This design comes from an exercise in tuning for small area, a short achievable clock period and few clock cycles per item on the open sky130 flow, not from production work. Function was checked by simulation only, so behaviour that the tests miss may differ from the original. Power figures rest on the tool's default switching activity, not on a simulated workload.

==> zinc <==
==> flow/design.v <==
package kbv_pkg;
    localparam int KBV_CAP_MAX     = 63;
    localparam int KBV_VALUE_WIDTH = 24;
    localparam int KBV_CAP_W     = 8;
    localparam int KBV_WEIGHT_W  = 8;
    localparam int KBV_ITEM_VW   = 16;
    localparam int KBV_OUT_W     = 24;
    localparam logic [KBV_OUT_W-1:0] KBV_OUT_MAX = {KBV_OUT_W{1'b1}};
    localparam int KBV_IW = 6;
    localparam int KBV_GSZ  = 8;
    localparam int KBV_NGRP = (1 << KBV_IW) / KBV_GSZ;
    localparam int KBV_ITEM_W = KBV_WEIGHT_W + KBV_ITEM_VW + 1;
endpackage
import kbv_pkg::*;
module kbv_front (
    input  logic                                aclk,
    input  logic                                aresetn,
    input  logic                                s_valid,
    output logic                                s_ready,
    input  logic [kbv_pkg::KBV_WEIGHT_W-1:0]    s_item_weight,
    input  logic [kbv_pkg::KBV_ITEM_VW-1:0]     s_item_value,
    input  logic                                s_last_item,
    input  logic [kbv_pkg::KBV_IW-1:0]          ncap_next,
    output logic                                a_valid,
    input  logic                                a_ready,
    output logic [kbv_pkg::KBV_ITEM_W-1:0]      a_item,
    output logic [kbv_pkg::KBV_NGRP-1:0][kbv_pkg::KBV_IW-1:0] a_wsel
);
    logic                   head_valid, skid_valid;
    logic [KBV_ITEM_W-1:0]  head_item, skid_item, in_item;
    logic                   push, head_free;
    logic [KBV_NGRP-1:0][KBV_IW-1:0] head_wsel;
    assign in_item   = {s_item_weight, s_item_value, s_last_item};
    assign s_ready   = !skid_valid;
    assign push      = s_valid && !skid_valid;
    assign head_free = !head_valid || a_ready;
    assign a_valid   = head_valid;
    assign a_item    = head_item;
    assign a_wsel    = head_wsel;
    always_ff @(posedge aclk) begin
        if (!aresetn) begin
            head_valid <= 1'b0;
            skid_valid <= 1'b0;
        end else if (head_free) begin
            head_valid <= skid_valid || push;
            skid_valid <= 1'b0;
        end else if (push) begin
            skid_valid <= 1'b1;
        end
    end
    always_ff @(posedge aclk) begin
        if (head_free) begin
            if (skid_valid) begin
                head_item <= skid_item;
            end else if (push) begin
                head_item <= in_item;
            end
        end
        if (head_free && (skid_valid || push)) begin
            for (int g = 0; g < KBV_NGRP; g++) begin
                head_wsel[g] <= ((g + 1) * KBV_GSZ - 1 >= int'(ncap_next))
                              ? (skid_valid ? skid_item[KBV_ITEM_W-KBV_WEIGHT_W +: KBV_IW]
                                            : s_item_weight[KBV_IW-1:0])
                              : '0;
            end
        end
        if (push && !head_free) begin
            skid_item <= in_item;
        end
    end
endmodule
import kbv_pkg::*;
module kbv_back #(
    parameter int VALUE_WIDTH = 24
) (
    input  logic                                aclk,
    input  logic                                aresetn,
    input  logic [kbv_pkg::KBV_IW-1:0]          ncap,
    input  logic                                a_valid,
    output logic                                a_ready,
    input  logic [kbv_pkg::KBV_ITEM_W-1:0]     a_item,
    input  logic [kbv_pkg::KBV_NGRP-1:0][kbv_pkg::KBV_IW-1:0] a_wsel,
    output logic                                m_valid,
    input  logic                                m_ready,
    output logic [kbv_pkg::KBV_OUT_W-1:0]       m_best_value
);
    localparam int DEPTH = 1 << KBV_IW;
    localparam int VW    = VALUE_WIDTH;
    logic [VW-1:0]           tbl [0:DEPTH-1];
    logic [VW-1:0]           sh  [0:KBV_IW][0:DEPTH-1];
    logic [VW-1:0]           nxt [0:DEPTH-1];
    logic [KBV_WEIGHT_W-1:0] w;
    logic [KBV_ITEM_VW-1:0]  v;
    logic                    last;
    logic [KBV_WEIGHT_W:0]   thr;
    logic                    fits, go, clr, rst_q;
    logic                    out_valid, skid_valid;
    logic [KBV_OUT_W-1:0]    out_value, skid_value, res;
    logic                    out_free, push;
    assign {w, v, last} = a_item;
    assign go      = a_valid && (!last || !skid_valid);
    assign a_ready = go;
    assign push    = go && last;
    assign thr     = (KBV_WEIGHT_W+1)'(w) + (KBV_WEIGHT_W+1)'(ncap);
    assign fits    = (thr < (KBV_WEIGHT_W+1)'(DEPTH));
    assign clr     = push || rst_q;
    always_comb begin
        for (int j = 0; j < DEPTH; j++) begin
            sh[0][j] = tbl[j];
        end
        for (int k = 0; k < KBV_IW; k++) begin
            for (int j = 0; j < DEPTH; j++) begin
                if (j >= (1 << k) && a_wsel[j / KBV_GSZ][k]) begin
                    sh[k+1][j] = sh[k][j - (1 << k)];
                end else begin
                    sh[k+1][j] = sh[k][j];
                end
            end
        end
    end
    function automatic logic carry_out(input logic [VW-1:0] a, input logic [VW-1:0] b);
        logic [VW-1:0] g, p;
        g = a & b;
        p = a | b;
        for (int l = 0; (1 << l) < VW; l++) begin
            for (int i = 0; i < VW; i++) begin
                if ((i % (2 << l)) == 0 && i + (1 << l) < VW) begin
                    g[i] = g[i + (1 << l)] | (p[i + (1 << l)] & g[i]);
                    p[i] = p[i + (1 << l)] & p[i];
                end
            end
        end
        carry_out = g[0];
    endfunction
    always_comb begin
        for (int j = 0; j < DEPTH; j++) begin
            logic [VW:0]   sum;
            logic [VW-1:0] lo, nold, cs_s, cs_c;
            logic          take;
            lo   = sh[KBV_IW][j];
            nold = ~tbl[j];
            cs_s = lo ^ VW'(v) ^ nold;
            cs_c = (lo & VW'(v)) | (lo & nold) | (VW'(v) & nold);
            sum  = (VW+1)'(lo) + (VW+1)'(v);
            take = go && fits && (KBV_IW'(j) >= thr[KBV_IW-1:0]) &&
                   (cs_c[VW-1] || carry_out(cs_s, {cs_c[VW-2:0], 1'b0}));
            nxt[j] = !take ? tbl[j] : sum[VW] ? {VW{1'b1}} : sum[VW-1:0];
        end
        res = KBV_OUT_W'(nxt[DEPTH-1]);
    end
    always_ff @(posedge aclk) begin
        rst_q <= !aresetn;
        for (int j = 0; j < DEPTH; j++) begin
            tbl[j] <= clr ? '0 : nxt[j];
        end
    end
    assign out_free     = !out_valid || m_ready;
    assign m_valid      = out_valid;
    assign m_best_value = out_value;
    always_ff @(posedge aclk) begin
        if (!aresetn) begin
            out_valid  <= 1'b0;
            skid_valid <= 1'b0;
        end else if (out_free) begin
            out_valid  <= skid_valid || push;
            skid_valid <= 1'b0;
        end else if (push) begin
            skid_valid <= 1'b1;
        end
    end
    always_ff @(posedge aclk) begin
        if (out_free) begin
            if (skid_valid) begin
                out_value <= skid_value;
            end else if (push) begin
                out_value <= res;
            end
        end
        if (push && !out_free) begin
            skid_value <= res;
        end
    end
endmodule
import kbv_pkg::*;
module knapsack_01_best_value_core #(
    parameter int CAP_MAX     = kbv_pkg::KBV_CAP_MAX,
    parameter int VALUE_WIDTH = kbv_pkg::KBV_VALUE_WIDTH
) (
    input  logic                                aclk,
    input  logic                                aresetn,
    input  logic                                cfg_valid,
    output logic                                cfg_ready,
    input  logic [kbv_pkg::KBV_CAP_W-1:0]       cfg_capacity,
    input  logic                                s_valid,
    output logic                                s_ready,
    input  logic [kbv_pkg::KBV_WEIGHT_W-1:0]    s_item_weight,
    input  logic [kbv_pkg::KBV_ITEM_VW-1:0]     s_item_value,
    input  logic                                s_last_item,
    output logic                                m_valid,
    input  logic                                m_ready,
    output logic [kbv_pkg::KBV_OUT_W-1:0]       m_best_value
);
    logic [KBV_IW-1:0]     ncap_reg;
    logic                  a_valid, a_ready;
    logic [KBV_ITEM_W-1:0] a_item;
    logic [KBV_NGRP-1:0][KBV_IW-1:0] a_wsel;
    logic [KBV_IW-1:0]     ncap_next;
    assign cfg_ready = 1'b1;
    always_comb begin
        if (!aresetn) begin
            ncap_next = KBV_IW'(CAP_MAX);
        end else if (cfg_valid && cfg_ready) begin
            ncap_next = (cfg_capacity > KBV_CAP_W'(CAP_MAX)) ? '0
                                                             : ~cfg_capacity[KBV_IW-1:0];
        end else begin
            ncap_next = ncap_reg;
        end
    end
    always_ff @(posedge aclk) begin
        ncap_reg <= ncap_next;
    end
    kbv_front u_front (
        .aclk          (aclk),
        .aresetn       (aresetn),
        .s_valid       (s_valid),
        .s_ready       (s_ready),
        .s_item_weight (s_item_weight),
        .s_item_value  (s_item_value),
        .s_last_item   (s_last_item),
        .ncap_next     (ncap_next),
        .a_valid       (a_valid),
        .a_ready       (a_ready),
        .a_item        (a_item),
        .a_wsel        (a_wsel)
    );
    kbv_back #(
        .VALUE_WIDTH (VALUE_WIDTH)
    ) u_back (
        .aclk         (aclk),
        .aresetn      (aresetn),
        .ncap         (ncap_reg),
        .a_valid      (a_valid),
        .a_ready      (a_ready),
        .a_item       (a_item),
        .a_wsel       (a_wsel),
        .m_valid      (m_valid),
        .m_ready      (m_ready),
        .m_best_value (m_best_value)
    );
endmodule
==> flow/run.sh <==
#!/bin/bash
# synth_recipe.tcl (not shown) runs the flow's synth.tcl, then flattens the netlist and writes it again
# the make line also repeats each setting of config.mk as NAME=value (left out here)
make -C /OpenROAD-flow-scripts/flow DESIGN_CONFIG=/design/flow/config.mk WORK_HOME=/design/flow/orfs CLKGATE_MAP_FILE= SYNTH_SCRIPT=/design/flow/synth_recipe.tcl finish
==> flow/config.mk <==
export PLATFORM = sky130hd
export DESIGN_NAME = knapsack_01_best_value_core
export DESIGN_NICKNAME = knapsack_01_best_value_core
export VERILOG_FILES = /design/flow/design.v
export SDC_FILE = /design/flow/constraint.sdc
export NUM_CORES = 4
export LEC_CHECK = 0
export CAP_MARGIN = 30
export CORE_MARGIN = 2
export CORE_UTILIZATION = 30
export SETUP_SLACK_MARGIN = 2.5
export SLEW_MARGIN = 30
export TNS_END_PERCENT = 5
==> flow/constraint.sdc <==
create_clock -name core_clock -period 10.0 [get_ports {aclk}]
set_input_delay 2.0000 -clock core_clock [delete_from_list [all_inputs] [get_ports {aclk}]]
set_output_delay 2.0000 -clock core_clock [all_outputs]
set_load 0.01 [all_outputs]
==> onyx: changes against zinc <==
--- a/flow/design.v
+++ b/flow/design.v
@@ -9,4 +9,2 @@
     localparam int KBV_IW = 6;
-    localparam int KBV_GSZ  = 8;
-    localparam int KBV_NGRP = (1 << KBV_IW) / KBV_GSZ;
     localparam int KBV_ITEM_W = KBV_WEIGHT_W + KBV_ITEM_VW + 1;
@@ -22,7 +20,5 @@
     input  logic                                s_last_item,
-    input  logic [kbv_pkg::KBV_IW-1:0]          ncap_next,
     output logic                                a_valid,
     input  logic                                a_ready,
-    output logic [kbv_pkg::KBV_ITEM_W-1:0]      a_item,
-    output logic [kbv_pkg::KBV_NGRP-1:0][kbv_pkg::KBV_IW-1:0] a_wsel
+    output logic [kbv_pkg::KBV_ITEM_W-1:0]      a_item
 );
@@ -31,3 +27,2 @@
     logic                   push, head_free;
-    logic [KBV_NGRP-1:0][KBV_IW-1:0] head_wsel;
     assign in_item   = {s_item_weight, s_item_value, s_last_item};
@@ -38,3 +33,2 @@
     assign a_item    = head_item;
-    assign a_wsel    = head_wsel;
     always_ff @(posedge aclk) begin
@@ -56,10 +50,2 @@
                 head_item <= in_item;
-            end
-        end
-        if (head_free && (skid_valid || push)) begin
-            for (int g = 0; g < KBV_NGRP; g++) begin
-                head_wsel[g] <= ((g + 1) * KBV_GSZ - 1 >= int'(ncap_next))
-                              ? (skid_valid ? skid_item[KBV_ITEM_W-KBV_WEIGHT_W +: KBV_IW]
-                                            : s_item_weight[KBV_IW-1:0])
-                              : '0;
             end
@@ -81,3 +67,2 @@
     input  logic [kbv_pkg::KBV_ITEM_W-1:0]     a_item,
-    input  logic [kbv_pkg::KBV_NGRP-1:0][kbv_pkg::KBV_IW-1:0] a_wsel,
     output logic                                m_valid,
@@ -112,3 +97,3 @@
             for (int j = 0; j < DEPTH; j++) begin
-                if (j >= (1 << k) && a_wsel[j / KBV_GSZ][k]) begin
+                if (j >= (1 << k) && w[k]) begin
                     sh[k+1][j] = sh[k][j - (1 << k)];
@@ -120,28 +105,9 @@
     end
-    function automatic logic carry_out(input logic [VW-1:0] a, input logic [VW-1:0] b);
-        logic [VW-1:0] g, p;
-        g = a & b;
-        p = a | b;
-        for (int l = 0; (1 << l) < VW; l++) begin
-            for (int i = 0; i < VW; i++) begin
-                if ((i % (2 << l)) == 0 && i + (1 << l) < VW) begin
-                    g[i] = g[i + (1 << l)] | (p[i + (1 << l)] & g[i]);
-                    p[i] = p[i + (1 << l)] & p[i];
-                end
-            end
-        end
-        carry_out = g[0];
-    endfunction
     always_comb begin
         for (int j = 0; j < DEPTH; j++) begin
-            logic [VW:0]   sum;
-            logic [VW-1:0] lo, nold, cs_s, cs_c;
-            logic          take;
-            lo   = sh[KBV_IW][j];
-            nold = ~tbl[j];
-            cs_s = lo ^ VW'(v) ^ nold;
-            cs_c = (lo & VW'(v)) | (lo & nold) | (VW'(v) & nold);
-            sum  = (VW+1)'(lo) + (VW+1)'(v);
+            logic [VW:0] sum;
+            logic        take;
+            sum  = (VW+1)'(sh[KBV_IW][j]) + (VW+1)'(v);
             take = go && fits && (KBV_IW'(j) >= thr[KBV_IW-1:0]) &&
-                   (cs_c[VW-1] || carry_out(cs_s, {cs_c[VW-2:0], 1'b0}));
+                   (sum > (VW+1)'(tbl[j]));
             nxt[j] = !take ? tbl[j] : sum[VW] ? {VW{1'b1}} : sum[VW-1:0];
@@ -205,17 +171,10 @@
     logic [KBV_ITEM_W-1:0] a_item;
-    logic [KBV_NGRP-1:0][KBV_IW-1:0] a_wsel;
-    logic [KBV_IW-1:0]     ncap_next;
     assign cfg_ready = 1'b1;
-    always_comb begin
+    always_ff @(posedge aclk) begin
         if (!aresetn) begin
-            ncap_next = KBV_IW'(CAP_MAX);
+            ncap_reg <= KBV_IW'(CAP_MAX);
         end else if (cfg_valid && cfg_ready) begin
-            ncap_next = (cfg_capacity > KBV_CAP_W'(CAP_MAX)) ? '0
+            ncap_reg <= (cfg_capacity > KBV_CAP_W'(CAP_MAX)) ? '0
                                                              : ~cfg_capacity[KBV_IW-1:0];
-        end else begin
-            ncap_next = ncap_reg;
-        end
-    end
-    always_ff @(posedge aclk) begin
-        ncap_reg <= ncap_next;
+        end
     end
@@ -229,7 +188,5 @@
         .s_last_item   (s_last_item),
-        .ncap_next     (ncap_next),
         .a_valid       (a_valid),
         .a_ready       (a_ready),
-        .a_item        (a_item),
-        .a_wsel        (a_wsel)
+        .a_item        (a_item)
     );
@@ -244,3 +201,2 @@
         .a_item       (a_item),
-        .a_wsel       (a_wsel),
         .m_valid      (m_valid),
CAP_MARGIN = 20   (was 30)
SETUP_SLACK_MARGIN = unset   (was 2.5)
SLEW_MARGIN = 20   (was 30)
TNS_END_PERCENT = unset   (was 5)
==> summary of the runs <==
- zinc went through all stages and came out clean. onyx finished but failed the layout checks on max-capacitance violations, max-slew violations, negative setup slack.
- Of onyx and zinc, zinc has the higher utilization (gap 0.27 points).
- In zinc the flip-flop and latch count is higher than in onyx, by 35.
- Of zinc and onyx, zinc has the higher combinational power (gap about 70%, measured against onyx).
- In onyx the critical path depth is higher than in zinc, by 10.
- Against zinc, the clock power of onyx is lower by about 4%.
- In zinc the first-iteration DRC count is smaller than in onyx, by about 18%.
- Against zinc, the clock skew of onyx is higher by 0.020 ns.
- In zinc the die area is larger than in onyx, by about 2%.
- Via count: zinc is smaller than onyx (1.5%).
- Between zinc and onyx, the lower cell count is in onyx (gap 1.7%, measured against onyx).
- In zinc the global-route usage is higher than in onyx, by 6.1 points.
==> figures <==
metric                                                                                                                          onyx        zinc
Outcome                                                                                                   complete, but fails checks  timing/DRC/antenna clean
Layout check failures                                          max-capacitance violations, max-slew violations, negative setup slack           -
Clk pwr                                                                                                                      10.9 mW     11.4 mW
Fraction of the yosys area taken by sequential cells                                                                          13.70%      13.85%
Net switching fraction of the power                                                                                           43.40%      49.87%
Flip-flop and latch count                                                                                                       1645        1680
Wire length of the first global-routing pass                                                                                 2689 mm     3025 mm
Fraction of area in multi-input gates                                                                                         69.08%      70.12%
Sum Neg Setup Slack                                                                                                        -62.53 ns        0 ns
Max-cap viol count                                                                                                                 4           0
Most common library cell in the layout ignoring fill and taps                                                                nand2_1     a21oi_1
Largest fanout of any net on the critical path                                                                                    30          20
Effective utilization at floorplan                                                                                            30.10%      30.12%
Setup slack of the critical path after layout                                                                             -0.5344 ns    1.768 ns
Tap cell count                                                                                                                 10887       11154
Area of all placed cells without fillers                                                                                  286100 µm²  293700 µm²
Overall die width                                                                                                           912.4 µm    921.2 µm
Post-detailed-routing wire length                                                                                            2152 mm     2429 mm
Worst setup skew after layout                                                                                             0.09806 ns  0.07816 ns
Simple-gate share of the synthesized area                                                                                     16.90%      13.38%
Sequential group power                                                                                                       7.02 mW     7.22 mW
Initial antenna violation count                                                                                                  420         334
Layout area overhead                                                                                                          15.55%      16.37%
Global routing usage on met3                                                                                                  33.29%      25.07%
Testbench counts of zinc, summed over its fixed seeds: cycles 3,817, items 3,145.
Testbench counts of onyx, summed over its fixed seeds: cycles 3,817, items 3,145.

[port drivers added, routing unchanged]
No port has a modelled driver above. Below, the same layouts with a new extraction and two added sets of constraints. Step 1: set_driving_cell puts a clkbuf_16 on aclk and a buf_2 on each other input, an assumption about the parent block. Step 2 adds t to the input delays and takes it off the output delays; t is the mean of the earliest and latest rising clock arrival at the registers after step 1. Input paths then give back, and output paths get back, about the clock's delay inside the block. Slacks: no drivers / after step 1 / after step 2; pairs: no drivers / after step 1.
| run | t, ns | slack for setup (ns) | hold slack, ns |
|---|---|---|---|
| zinc | 1.257 | 1.768 / 1.768 / 1.768 | 0.538 / 0.538 / 0.538 |
| onyx | 1.272 | -0.534 / -0.534 / -0.534 | 0.507 / 0.507 / 0.507 |
